What follows belongs to an exercise in optimizing a design on an open flow for small area, a short achievable clock period and few clock cycles; a production flow would make more cautious choices. Function was not checked in any run shown here: the RTL went through the layout flow alone. Power is estimated from default activity; no workload was simulated.

$ cat design.v
module cluster_centroid_n #(
  parameter int IMG_WIDTH    = 640,
  parameter int IMG_HEIGHT   = 480,
  parameter int NUM_CLUSTERS = 3,
  parameter int COLOR_W      = 12,
  parameter int DIST_THRESH  = 64,
  parameter int MIN_COUNT    = 4,
  localparam int XW = $clog2(IMG_WIDTH),
  localparam int YW = $clog2(IMG_HEIGHT),
  localparam int IW = (NUM_CLUSTERS > 1) ? $clog2(NUM_CLUSTERS) : 1
) (
  input  logic                         clk,
  input  logic                         rst,
  input  logic signed [COLOR_W-1:0]    pixel_r,
  input  logic signed [COLOR_W-1:0]    pixel_g,
  input  logic signed [COLOR_W-1:0]    pixel_b,
  input  logic                         pixel_valid,
  input  logic [XW-1:0]                x,
  input  logic [YW-1:0]                y,
  input  logic                         ref_wr_en,
  input  logic [IW-1:0]                ref_wr_idx,
  input  logic signed [COLOR_W-1:0]    ref_wr_r,
  input  logic signed [COLOR_W-1:0]    ref_wr_g,
  input  logic signed [COLOR_W-1:0]    ref_wr_b,
  output logic [NUM_CLUSTERS*XW-1:0]   centroid_x,
  output logic [NUM_CLUSTERS*YW-1:0]   centroid_y,
  output logic [NUM_CLUSTERS-1:0]      found,
  output logic                         frame_done,
  output logic                         busy,
  output logic                         overrun
);
  localparam int NC    = NUM_CLUSTERS;
  localparam int AW    = $clog2(DIST_THRESH + 1);    
  localparam int SDW   = AW + 2;                     
  localparam int CW    = $clog2(IMG_WIDTH * IMG_HEIGHT + 1);
  localparam int SUM_W = $clog2(IMG_WIDTH * IMG_WIDTH * IMG_HEIGHT);
  localparam int QW    = XW;                         
  localparam int RW    = CW;                         
  localparam int MW    = RW + QW;                    
  localparam int STW   = $clog2(QW);
  localparam int SCW   = $clog2(QW);
  localparam int SSW   = $clog2((QW - 1) * IMG_WIDTH);
  logic signed [COLOR_W-1:0] r_ref_r [NC];
  logic signed [COLOR_W-1:0] r_ref_g [NC];
  logic signed [COLOR_W-1:0] r_ref_b [NC];
  logic           r_rst;           
  logic           r1_valid, r1_eof;
  logic [XW-1:0]  r1_x;
  logic [YW-1:0]  r1_y;
  logic [AW:0]    r1_c [NC][3];    
  logic [NC-1:0]  r1_ok;           
  logic [NC-1:0]  r2_ok;
  logic [SDW-1:0] r2_d [NC];
  logic           r2_eof;
  logic [XW-1:0]  r2_x;
  logic [YW-1:0]  r2_y;
  logic [NC-1:0]    w_hit;
  logic [CW-1:0]    r_cnt  [NC];
  logic [MW-1:0]    r_sx   [NC];
  logic [MW-1:0]    r_sy   [NC];
  logic [SCW-1:0]   r_scnt [NC];
  logic [SSW-1:0]   r_ssx  [NC];
  logic [SSW-1:0]   r_ssy  [NC];
  logic [CW-1:0]    w_inc_cnt [NC];
  logic [SUM_W-1:0] w_add_x [NC];
  logic [SUM_W-1:0] w_add_y [NC];
  logic [SCW-1:0]   w_sinc_cnt [NC];
  logic [SSW-1:0]   w_sadd_x [NC];
  logic [SSW-1:0]   w_sadd_y [NC];
  logic             r_div, r_last;
  logic [STW-1:0]   r_step;
  logic [NC-1:0]    w_gex, w_gey;
  logic [RW-1:0]    w_rx [NC];
  logic [RW-1:0]    w_ry [NC];
  logic [NC*XW-1:0] r_centroid_x;
  logic [NC*YW-1:0] r_centroid_y;
  logic [NC-1:0]    r_found;
  logic             r_frame_done, r_busy;
  always_ff @(posedge clk) begin
    for (int k = 0; k < NC; k++) begin
      if (rst) begin
        r_ref_r[k] <= COLOR_W'(50  + 450 * k);
        r_ref_g[k] <= COLOR_W'(100 + 450 * k);
        r_ref_b[k] <= COLOR_W'(150 + 450 * k);
      end else if (ref_wr_en && ref_wr_idx == IW'(k)) begin
        r_ref_r[k] <= ref_wr_r;
        r_ref_g[k] <= ref_wr_g;
        r_ref_b[k] <= ref_wr_b;
      end
    end
  end
  localparam int HW = COLOR_W - AW + 1;             
  function automatic logic [AW+1:0] chan(input logic signed [COLOR_W-1:0] p,
                                         input logic signed [COLOR_W-1:0] q);
    logic [AW:0]   lo;
    logic [HW-1:0] ph, qh;
    logic          b, z0, m1, neg;
    lo  = {1'b0, p[AW-1:0]} - {1'b0, q[AW-1:0]};
    b   = lo[AW];
    ph  = {p[COLOR_W-1], p[COLOR_W-1:AW]};
    qh  = {q[COLOR_W-1], q[COLOR_W-1:AW]};
    z0  = b ? (ph == qh + HW'(1)) : (ph == qh);
    m1  = b ? (ph == qh) : (ph + HW'(1) == qh);
    neg = lo[AW-1:0] > AW'(DIST_THRESH);
    chan = {(z0 && !neg) || (m1 && lo[AW-1]), neg, lo[AW-1:0]};
  endfunction
  always_ff @(posedge clk) begin
    logic [AW+1:0] c [3];
    r_rst    <= rst;
    r1_valid <= !rst && pixel_valid;
    r1_eof   <= !rst && pixel_valid && x == XW'(IMG_WIDTH - 1) && y == YW'(IMG_HEIGHT - 1);
    r1_x     <= x;
    r1_y     <= y;
    for (int k = 0; k < NC; k++) begin
      c[0] = chan(pixel_r, r_ref_r[k]);
      c[1] = chan(pixel_g, r_ref_g[k]);
      c[2] = chan(pixel_b, r_ref_b[k]);
      r1_ok[k] <= c[0][AW+1] && c[1][AW+1] && c[2][AW+1];
      for (int j = 0; j < 3; j++) r1_c[k][j] <= c[j][AW:0];
    end
  end
  always_ff @(posedge clk) begin
    logic [AW-1:0] u [3];
    logic [2:0]    neg;
    r2_eof <= !rst && r1_eof;
    r2_x   <= r1_x;
    r2_y   <= r1_y;
    for (int k = 0; k < NC; k++) begin
      for (int j = 0; j < 3; j++) begin
        neg[j] = r1_c[k][j][AW];
        u[j]   = r1_c[k][j][AW-1:0] ^ {AW{neg[j]}};
      end
      r2_ok[k] <= !rst && r1_valid && r1_ok[k];
      r2_d[k]  <= SDW'(u[0]) + SDW'(u[1]) + SDW'(u[2]) + SDW'(neg[0]) + SDW'(neg[1]) + SDW'(neg[2]);
    end
  end
  always_comb begin
    logic [NC-1:0] m;
    for (int k = 0; k < NC; k++)
      m[k] = r2_ok[k] && r2_d[k] <= SDW'(DIST_THRESH);
    for (int k = 0; k < NC; k++) begin
      w_hit[k] = m[k];
      for (int j = 0; j < NC; j++) begin
        if (j < k && m[j] && r2_d[j][AW-1:0] <= r2_d[k][AW-1:0]) w_hit[k] = 1'b0;
        if (j > k && m[j] && r2_d[j][AW-1:0] <  r2_d[k][AW-1:0]) w_hit[k] = 1'b0;
      end
    end
    for (int k = 0; k < NC; k++) begin
      w_inc_cnt[k]  = r_cnt[k] + CW'(1);
      w_add_x[k]    = r_sx[k][SUM_W-1:0] + SUM_W'(r2_x);
      w_add_y[k]    = r_sy[k][SUM_W-1:0] + SUM_W'(r2_y);
      w_sinc_cnt[k] = r_scnt[k] + SCW'(1);
      w_sadd_x[k]   = r_ssx[k] + SSW'(r2_x);
      w_sadd_y[k]   = r_ssy[k] + SSW'(r2_y);
    end
  end
  always_comb begin
    logic [RW:0] tx, ty;
    for (int k = 0; k < NC; k++) begin
      tx = r_sx[k][MW-1:QW-1];
      ty = r_sy[k][MW-1:QW-1];
      w_gex[k] = tx >= {1'b0, r_cnt[k]};
      w_gey[k] = ty >= {1'b0, r_cnt[k]};
      w_rx[k]  = w_gex[k] ? RW'(tx - {1'b0, r_cnt[k]}) : tx[RW-1:0];
      w_ry[k]  = w_gey[k] ? RW'(ty - {1'b0, r_cnt[k]}) : ty[RW-1:0];
    end
  end
  always_ff @(posedge clk) begin
    for (int k = 0; k < NC; k++) begin
      if (r_rst) begin
        r_cnt[k] <= '0;
        r_sx[k]  <= '0;
        r_sy[k]  <= '0;
      end else if (r_div && r_last) begin
        r_cnt[k] <= w_hit[k] ? CW'(w_sinc_cnt[k]) : CW'(r_scnt[k]);
        r_sx[k]  <= w_hit[k] ? MW'(w_sadd_x[k])   : MW'(r_ssx[k]);
        r_sy[k]  <= w_hit[k] ? MW'(w_sadd_y[k])   : MW'(r_ssy[k]);
      end else if (r_div) begin
        r_sx[k]  <= {w_rx[k], r_sx[k][QW-2:0], w_gex[k]};
        r_sy[k]  <= {w_ry[k], r_sy[k][QW-2:0], w_gey[k]};
      end else if (w_hit[k]) begin
        r_cnt[k] <= w_inc_cnt[k];
        r_sx[k]  <= MW'(w_add_x[k]);
        r_sy[k]  <= MW'(w_add_y[k]);
      end
    end
  end
  always_ff @(posedge clk) begin
    for (int k = 0; k < NC; k++) begin
      if (!r_div) begin
        r_scnt[k] <= '0;
        r_ssx[k]  <= '0;
        r_ssy[k]  <= '0;
      end else if (w_hit[k]) begin
        r_scnt[k] <= w_sinc_cnt[k];
        r_ssx[k]  <= w_sadd_x[k];
        r_ssy[k]  <= w_sadd_y[k];
      end
    end
  end
  always_ff @(posedge clk) begin
    if (rst) begin
      r_div        <= 1'b0;
      r_last       <= 1'b0;
      r_step       <= '0;
      r_busy       <= 1'b0;
      r_frame_done <= 1'b0;
      r_found      <= '0;
      r_centroid_x <= '0;
      r_centroid_y <= '0;
    end else begin
      r_frame_done <= 1'b0;
      r_last       <= r_div && r_step == STW'(QW - 2);
      if (r2_eof) begin
        r_div  <= 1'b1;
        r_step <= '0;
        r_busy <= 1'b1;
      end else if (r_div) begin
        r_step <= r_step + STW'(1);
        if (r_last) begin
          r_div        <= 1'b0;
          r_busy       <= 1'b0;
          r_frame_done <= 1'b1;
          for (int k = 0; k < NC; k++) begin
            r_found[k] <= r_cnt[k] >= CW'(MIN_COUNT);
            if (r_cnt[k] >= CW'(MIN_COUNT)) begin
              r_centroid_x[k*XW +: XW] <= {r_sx[k][XW-2:0], w_gex[k]};
              r_centroid_y[k*YW +: YW] <= {r_sy[k][YW-2:0], w_gey[k]};
            end
          end
        end
      end
    end
  end
  assign centroid_x = r_centroid_x;
  assign centroid_y = r_centroid_y;
  assign found      = r_found;
  assign frame_done = r_frame_done;
  assign busy       = r_busy;
  assign overrun    = 1'b0;
endmodule
$ cat run.sh
#!/bin/bash
# synth_recipe.tcl (not shown) runs the flow's synth.tcl, then flattens the netlist and writes it again
# the make line also repeats each setting of config.mk as NAME=value (left out here)
make -C /OpenROAD-flow-scripts/flow DESIGN_CONFIG=/design/flow/config.mk WORK_HOME=/design/flow/orfs CLKGATE_MAP_FILE= SYNTH_SCRIPT=/design/flow/synth_recipe.tcl finish
$ cat config.mk
export PLATFORM = sky130hd
export DESIGN_NAME = cluster_centroid_n
export DESIGN_NICKNAME = cluster_centroid_n
export VERILOG_FILES = /design/flow/design.v
export SDC_FILE = /design/flow/constraint.sdc
export NUM_CORES = 4
export LEC_CHECK = 0
export CAP_MARGIN = 20
export CORE_MARGIN = 2
export CORE_UTILIZATION = 68
export CTS_BUF_LIST = sky130_fd_sc_hd__clkbuf_8
export CTS_CLUSTER_DIAMETER = 50
export CTS_CLUSTER_SIZE = 14
export SETUP_SLACK_MARGIN = 5
export SLEW_MARGIN = 20
$ cat constraint.sdc
create_clock -name core_clock -period 8.0 [get_ports {clk}]
set_input_delay 1.6000 -clock core_clock [delete_from_list [all_inputs] [get_ports {clk}]]
set_output_delay 1.6000 -clock core_clock [all_outputs]
set_load 0.01 [all_outputs]
==> results.yml, run 1 <==
run_status:
  status: "no timing/DRC/antenna violations"
place:
  dp.final_hpwl_microns: 93500
  dpl_cell_area_sq_um: 46300
  numPortBuffers: 158
  gp_congestion: 0.977
  pre_cts_slack_ps: 3490
grt:
  grt_pass1_wl_microns: 211000
  grt_max_degree: 99
  grtUsageTotal_pct: 39.5
  antenna_found_initial: 6
  grt.overflow.total: 0
  grt_pass1_vias: 38995
worst_hold_path:
  hp-class: "reg -> reg"
timing:
  finClkSkew_ps: 41.5
  fmax_mhz: 302
  tightest_slew_ps: 1080
  rsz0062_at_grt: "yes"
  setup_viol: 0
  hold_violations: 0
  finalCritPeriodShare_pct: 41.3
  worst_slack_ps: 4690
  relSlewSlack_pct: 28.3
  fin_tns_setup_ps: 0
  post-route-min-period_ps: 3310
  slew_viol_final: 0
clock_tree:
  cts_root_buf: "clkbuf_8"
  postCtsHoldBufs: 0
  clk_pin_slew_worst_paths_ps: 90
  tritoncts: "yes"
  cts_buffers: 81
  cts_max_level: 3
  clkSinkCount: 644
  clockBufferDepth: 3
  worst_skew_pair.late_latency_ps: 720
routing:
  antenna_left: 0
  wl_microns: 147000
  wl_per_cell_microns: 22.4
  route.met3.wl_microns: 15600
  vias: 43068
  drt-met1-wl_microns: 59000
  route.met2.wl_microns: 64900
  via_per_inst: 6.54
  drc: 0
  firstDrtPassIters: 8
  top_layer: "met5"
  drt_iter0_drc: 4596
setup_path:
  required_ps: 8660
  setup.worst_path.end_class: "register"
  critical_path.cell_chain: "inv_2 > ha_4 > inv_2 > fa_2 > a21o_1 > a21o_1 > a211o_1 > o31a_1 > o2111ai_4 > nand2_4 > buf_6 > mux2i_2 > a221oi_2 > a21o_1"
  slowest_delay_ps: 380
  critPathKind: "reg -> reg"
  cp_top_family: "compound AO/OA/AOI/OAI gates"
  slowest_stage: "fa_2"
  crit_top_cell: "a21o_1"
  path_buf_inv: 3
  path_max_fanout: 8
  critPathLaunchType: "register"
  cp.arrival_ps: 3960
pwr:
  p_leak_nw: 21.8
  p_per_area_nw_per_um2: 180
  irDropWorstVdd_mv: 0.200
synthesis:
  syn_area_sq_um: 43900
  ys_types: 92
  synth-edff-count: 0
  synth_warnings: 22
  syn_nets: 5907
  async_reset_ff_share_pct: 0
  synth_cells: 5382
  ys_seq_area_share_pct: 29.4
  ys_seq_elements: 644
  synth_flop_cell: "dfxtp_1"
  avgSynthCellArea_sq_um: 8.16
floorplan:
  pin_count: 160
  dieHeight_microns: 258
  die_w_microns: 258
  num_rows: 93
  floorplan.die_area_sq_um: 66600
  initial_core_util_pct: 68.5
  core_sq_um: 64100
final_layout:
  areaGrowthSynthToFinish_pct: 20.9
  drive_above_1_share_pct: 17.4
  final_common_cell: "dfxtp_1"
  mostFrequentLayoutCells: "dfxtp_1 (578), nor2_1 (486), nand2_1 (462)"
  nets: 6185
  final_area_sq_um: 53100
  fin_util_pct: 82.7
job:
  cap_viol_max_count: 0
per-layer routing:
layer | up-vias | global-route usage, %
met1 | 20363 | 53.4
met4 | 2 | 16.8
met2 | 2420 | 62.3
li1 | 19723 | -
met5 | - | 0
met3 | 560 | 6.78
final cells by class:
type / count / area [sq um]
Multi-Input combinational cell: 4197 / 31600
Sequential cell: 644 / 13000
Fill cell: 4036 / 11100
Timing Repair Buffer: 435 / 4230
Clock buffer: 90 / 1240
Inverter: 301 / 1190
Tap cell: 855 / 1070
Clock inverter: 56 / 674
Antenna cell: 4 / 10.0
registers in the layout, summed over array words and instances, names as in the netlist, 3 cells and up:
name          flops
r_ssy            39
r_ssx            39
r2_ok             3
r2_x             10
r_scnt           12
r_ref_r          36
r_step            4
r_cnt            57
r1_c             72
r_ref_g          36
r1_x             10
r_sy             87
r_found           3
r1_ok             3
r2_d             27
r_sx             87
r2_y              9
r_ref_b          36
r_centroid_x     30
r_centroid_y     27
r1_y              9
per-stage QoR:
stage	instances	power (mW)	hold slack, ps
after global placement	6202	6.03	311
after global routing	6582	9.97	315
after CTS	6444	9.05	312
final	6582	9.56	315
after floorplan	5382	5.54	310
after detailed placement	6202	6.12	314
cell families after synthesis:
logic type      Yosys count  share of synthesized area (%)
mux                     185                           4.30
simple gates           1671                           17.9
compound gates         1420                           20.9
xor+xnor                488                           9.74
flops                   644                           29.4
other cells               1                        0.00854
buf+inv                 545                           4.77
fa+ha+maj               428                           13.1
worst register-to-register path, stage by stage, from the launching register on:
cell	delay, ps
dfxtp_2	340
inv_2	80
ha_4	140
inv_2	40
fa_2	380
a21o_1	190
a21o_1	190
a211o_1	310
o31a_1	320
o2111ai_4	360
nand2_4	190
buf_6	170
mux2i_2	150
a221oi_2	280
a21o_1	110
what timing repair did:
| action | in CTS | in global routing |
|---|---|---|
| cloned | 9 | 9 |
| setup buffers | 87 | 125 |
| hold endpoints to repair | 0 | 0 |
| gates resized for setup | 420 | 462 |
| setup endpoints to repair | 365 | 192 |
| pin swaps | 86 | 184 |
path summary, 6_finish.rpt:
| path | startpoint | endpoint | depth (start not counted) | slack, ps |
|---|---|---|---|---|
| max | r_sy[0][9] | r_sy[0][24] | 14 | 4690 |
| min reg2reg | r1_x[3] | r2_x[3] | 0 | 310 |
| min | r1_x[3] | r2_x[3] | 0 | 310 |
| max reg2reg | r_sy[0][9] | r_sy[0][24] | 14 | 4690 |
cell usage after synthesis (all sizes together) (17+ instances only):
cell    number  area, sq um
nor4        46          288
a211oi      86          651
nor2b       50          313
and3        60          375
xnor2      289         2530
buf         55          256
a21oi      442         2210
a211o       43          377
and2        47          294
or3         47          294
ha         377         4720
dfxtp      644        12900
nor2       515         1940
inv        301         1130
o211ai      47          358
mux2        27          308
nand2b      51          319
o22ai       45          282
xor2       199         1740
nand3      130          651
a21o        92          691
nor3       105          526
fa          51         1020
nand4       65          407
mux2i      158         1580
o21ai      288         1440
clkbuf     189          709
o31ai       25          201
nand2      475         1790
o21bai      47          353
o21a        60          450
nand3b      17          128
a31oi       38          253
report_power, final:
| group | switching [mW] | internal [mW] |
|---|---|---|
| sequential | 0.198 | 3.43 |
| clock | 1.51 | 1.37 |
| combinational | 1.66 | 1.39 |
| total | 3.37 | 6.19 |
==> run 2: changes to the inputs <==
--- a/config.mk
+++ b/config.mk
@@ -8,8 +8,8 @@
 export CAP_MARGIN = 20
 export CORE_MARGIN = 2
-export CORE_UTILIZATION = 68
+export CORE_UTILIZATION = 60
 export CTS_BUF_LIST = sky130_fd_sc_hd__clkbuf_8
-export CTS_CLUSTER_DIAMETER = 50
-export CTS_CLUSTER_SIZE = 14
+export CTS_CLUSTER_DIAMETER = 55
+export CTS_CLUSTER_SIZE = 16
 export SETUP_SLACK_MARGIN = 5
 export SLEW_MARGIN = 20
==> run 2 against run 1 <==
Against the previous run:
- flip-flop and latch count did not move
- setup slack better by 140 ps
- critical endpoint is now r_sy[1][10]
- critical path type unchanged
- combinational power fell by 9.5%
- clock skew decreased by 2.8 ps
- still clean
- synthesized cell count stayed put
==> results.yml, run 2 <==
run_status:
  status: "no timing/DRC/antenna violations"
grt:
  grt_pass1_vias: 37526
  grtUsageTotal_pct: 34.9
  antenna_found_initial: 1
  grt.overflow.total: 0
  grt_max_degree: 77
  grt_pass1_wl_microns: 209000
clock_tree:
  cts_buffers: 76
  tritoncts: "yes"
  cts_root_buf: "clkbuf_8"
  clockBufferDepth: 3
  clk_pin_slew_worst_paths_ps: 90
  postCtsHoldBufs: 0
  cts_max_level: 3
  clkSinkCount: 644
  worst_skew_pair.late_latency_ps: 720
final_layout:
  areaGrowthSynthToFinish_pct: 19.0
  mostFrequentLayoutCells: "dfxtp_1 (587), nor2_1 (493), nand2_1 (462)"
  drive_above_1_share_pct: 15.9
  nets: 6142
  final_common_cell: "dfxtp_1"
  reg_top3: "r_sx x87, r_sy x87, r1_c x72"
pwr:
  swShare_pct: 34.5
  p_leak_nw: 21.3
  p_seq_share_pct: 40.0
  irDropWorstVdd_mv: 0.172
  p_per_area_nw_per_um2: 172
  power_frac_clock_pct: 29.3
  power_switching_mw: 3.11
  comb_power_share_pct: 30.6
  p_int_mw: 5.89
floorplan:
  pin_count: 160
  num_rows: 99
  initial_core_util_pct: 60.4
  dieHeight_microns: 274
  floorplan.die_area_sq_um: 75300
  core_sq_um: 72700
  die_w_microns: 274
routing:
  firstDrtPassIters: 7
  drt_iter0_drc: 3454
  via_per_inst: 6.11
  vias: 40578
  drc: 0
  antenna_left: 0
  wl_per_cell_microns: 20.9
  wl_microns: 139000
timing:
  worst_slack_ps: 4830
  rsz0062_at_grt: "yes"
  fin_tns_setup_ps: 0
  tightest_slew_ps: 991
  post-route-min-period_ps: 3170
  finClkSkew_ps: 38.8
  hold_violations: 0
  setup_viol: 0
  slew_viol_final: 0
  relSlewSlack_pct: 33.9
  fmax_mhz: 316
  finalCritPeriodShare_pct: 39.6
synthesis:
  yosysMostFrequentCell: "dfxtp_1"
  syn_nets: 5907
  avgSynthCellArea_sq_um: 8.16
  syn_area_sq_um: 43900
  ys_types: 92
  synth_common_cells: "dfxtp_1 (644), nor2_1 (514), nand2_1 (474)"
  ys_seq_elements: 644
  synth_cells: 5382
  synth_warnings: 22
  yosys.area.top_type: "dfxtp_1"
  ys_seq_area_share_pct: 29.4
  async_reset_ff_share_pct: 0
  synth-edff-count: 0
  synth_flop_cell: "dfxtp_1"
  synth_area_leaders: "dfxtp_1 (29%), ha_1 (11%), xnor2_1 (5.8%), a21oi_1 (5.0%), nor2_1 (4.4%)"
  yosysTopAreaCellShare_pct: 29.4
setup_path:
  setup.worst_path.end_class: "register"
  reg2reg_depth: 13
  required_ps: 8560
  critPathLaunchType: "register"
  critPathKind: "reg -> reg"
  cp.arrival_ps: 3730
  path_max_fanout: 7
place:
  dp.final_hpwl_microns: 94800
  pre_cts_slack_ps: 3310
  gp_congestion: 0.932
  numPortBuffers: 158
worst_hold_path:
  holdPathStages: 0
  hp-class: "reg -> reg"
job:
  cap_viol_max_count: 0
run 2: cell count changes in the layout (fill, tap and decap cells not counted), moves of 9 or more:
cell,delta
o21ai_0,+17
a21oi_2,-11
buf_4,-32
clkdlybuf4s15_1,+12
o21ai_1,-15
ha_1,+16
a21oi_1,+15
dfxtp_1,+9
dlygate4sd2_1,-26
buf_6,+9
ha_4,-13
run 2: timing repair:
action / 4_1_cts / 5_1_grt
setup buffers: 80 / 100
gates resized for setup: 475 / 347
hold endpoints to repair: 0 / 0
pin swaps: 90 / 135
cloned: 9 / 6
setup endpoints to repair: 328 / 275
run 2: layer usage:
metal  share of wire, %  GRT usage, %  vias up
li1                   -             -    19599
met1                 43          44.9    19385
met2                 47          58.6     1287
met3                6.6          6.05      307
met4                4.1          12.4        0
met5                  0             0        -
run 2: cells by family after synthesis:
family,share of synthesized area [%]
multiplexers,4.30
flip-flops,29.4
adder cells (fa/ha/maj),13.1
other,0.00854
buffers and inverters,4.77
AO/OA/AOI/OAI,20.9
AND/OR/NAND/NOR,17.9
XOR/XNOR,9.74
run 2: cell type report:
class                           instances  area [sq um]
Antenna cell                            1          2.50
Clock buffer                           85          1170
Clock inverter                         54           547
Fill cell                            5843         20500
Inverter                              301          1180
Multi-Input combinational cell       4197         31200
Sequential cell                       644         13000
Tap cell                              959          1200
Timing Repair Buffer                  397          3850
run 2: power groups by stage:
stage                     sequential, mW  clock, mW  combinational (mW)
after CTS                           3.59       2.67                2.56
after detailed placement            3.66          0                2.44
final                               3.60       2.64                2.76
after global placement              3.66          0                2.39
after floorplan                     3.57          0                1.97
after global routing                3.62       2.79                3.12
run 2: path summary, 6_finish.rpt:
path,from,to,slack [ps]
worst min register to register,r1_x[4],r2_x[4],330
worst max register to register,r_sy[1][9],r_sy[1][10],4830
worst max-delay path,r_sy[1][9],r_sy[1][10],4830
worst min-delay path,r1_x[4],r2_x[4],330
run 2: through the flow:
stage | area (sq um) | total power, mW | instances | hold WS, ps | utilization (%)
floorplan | 44100 | 5.54 | 5382 | 310 | -
global placement | 46400 | 6.06 | 6303 | 311 | 63.8
detailed placement | 46400 | 6.11 | 6303 | 312 | 63.8
CTS | 50100 | 8.82 | 6531 | 330 | 68.9
global route | 52200 | 9.53 | 6638 | 330 | 71.8
finish | 52200 | 9.00 | 6638 | 327 | 71.8
run 2: worst max-delay path: stages (launching register included):
cell       delay (ps)
dfxtp_4           370
inv_4              70
ha_4              130
inv_2              30
fa_2              340
a21o_1            170
a21oi_2           170
o211ai_1          160
a31o_2            310
o211ai_4          250
a31oi_4           240
mux2i_1           230
mux2i_1           100
a2111oi_0         440

[separate check: timing with driven ports]
No port has a modelled driver above. Below, the same layouts with a new extraction and two added sets of constraints. Step 1 (the two cells are an assumption about what drives the block):
set clk [get_ports {clk}]
set_driving_cell -lib_cell sky130_fd_sc_hd__clkbuf_16 $clk
set_driving_cell -lib_cell sky130_fd_sc_hd__buf_2 [delete_from_list [all_inputs] $clk]
Step 2 moves the port delays by t, midway between the first and last clock arrival at a register: inputs arrive t later, outputs are due t later. That takes back most of the time a late clock gives input paths. Slacks: ideal ports / drivers / drivers and shift; pairs: ideal ports / drivers.
run | t, ns | slack for setup (ns) | worst setup path after step 2 | slew at the worst register clock pin (ns) | pins driven straight from the clock port
run 1 | 0.772 | 4.694 / 4.694 / 4.142 | input to register | 0.10 / 0.10 | 1
run 2 | 0.762 | 4.835 / 4.835 / 4.169 | input to register | 0.10 / 0.10 | 1
After both steps every run listed still meets setup and hold. The setup slack of run 2, which loses most, moves by 0.000 ns with the drivers and by -0.666 ns with both steps.
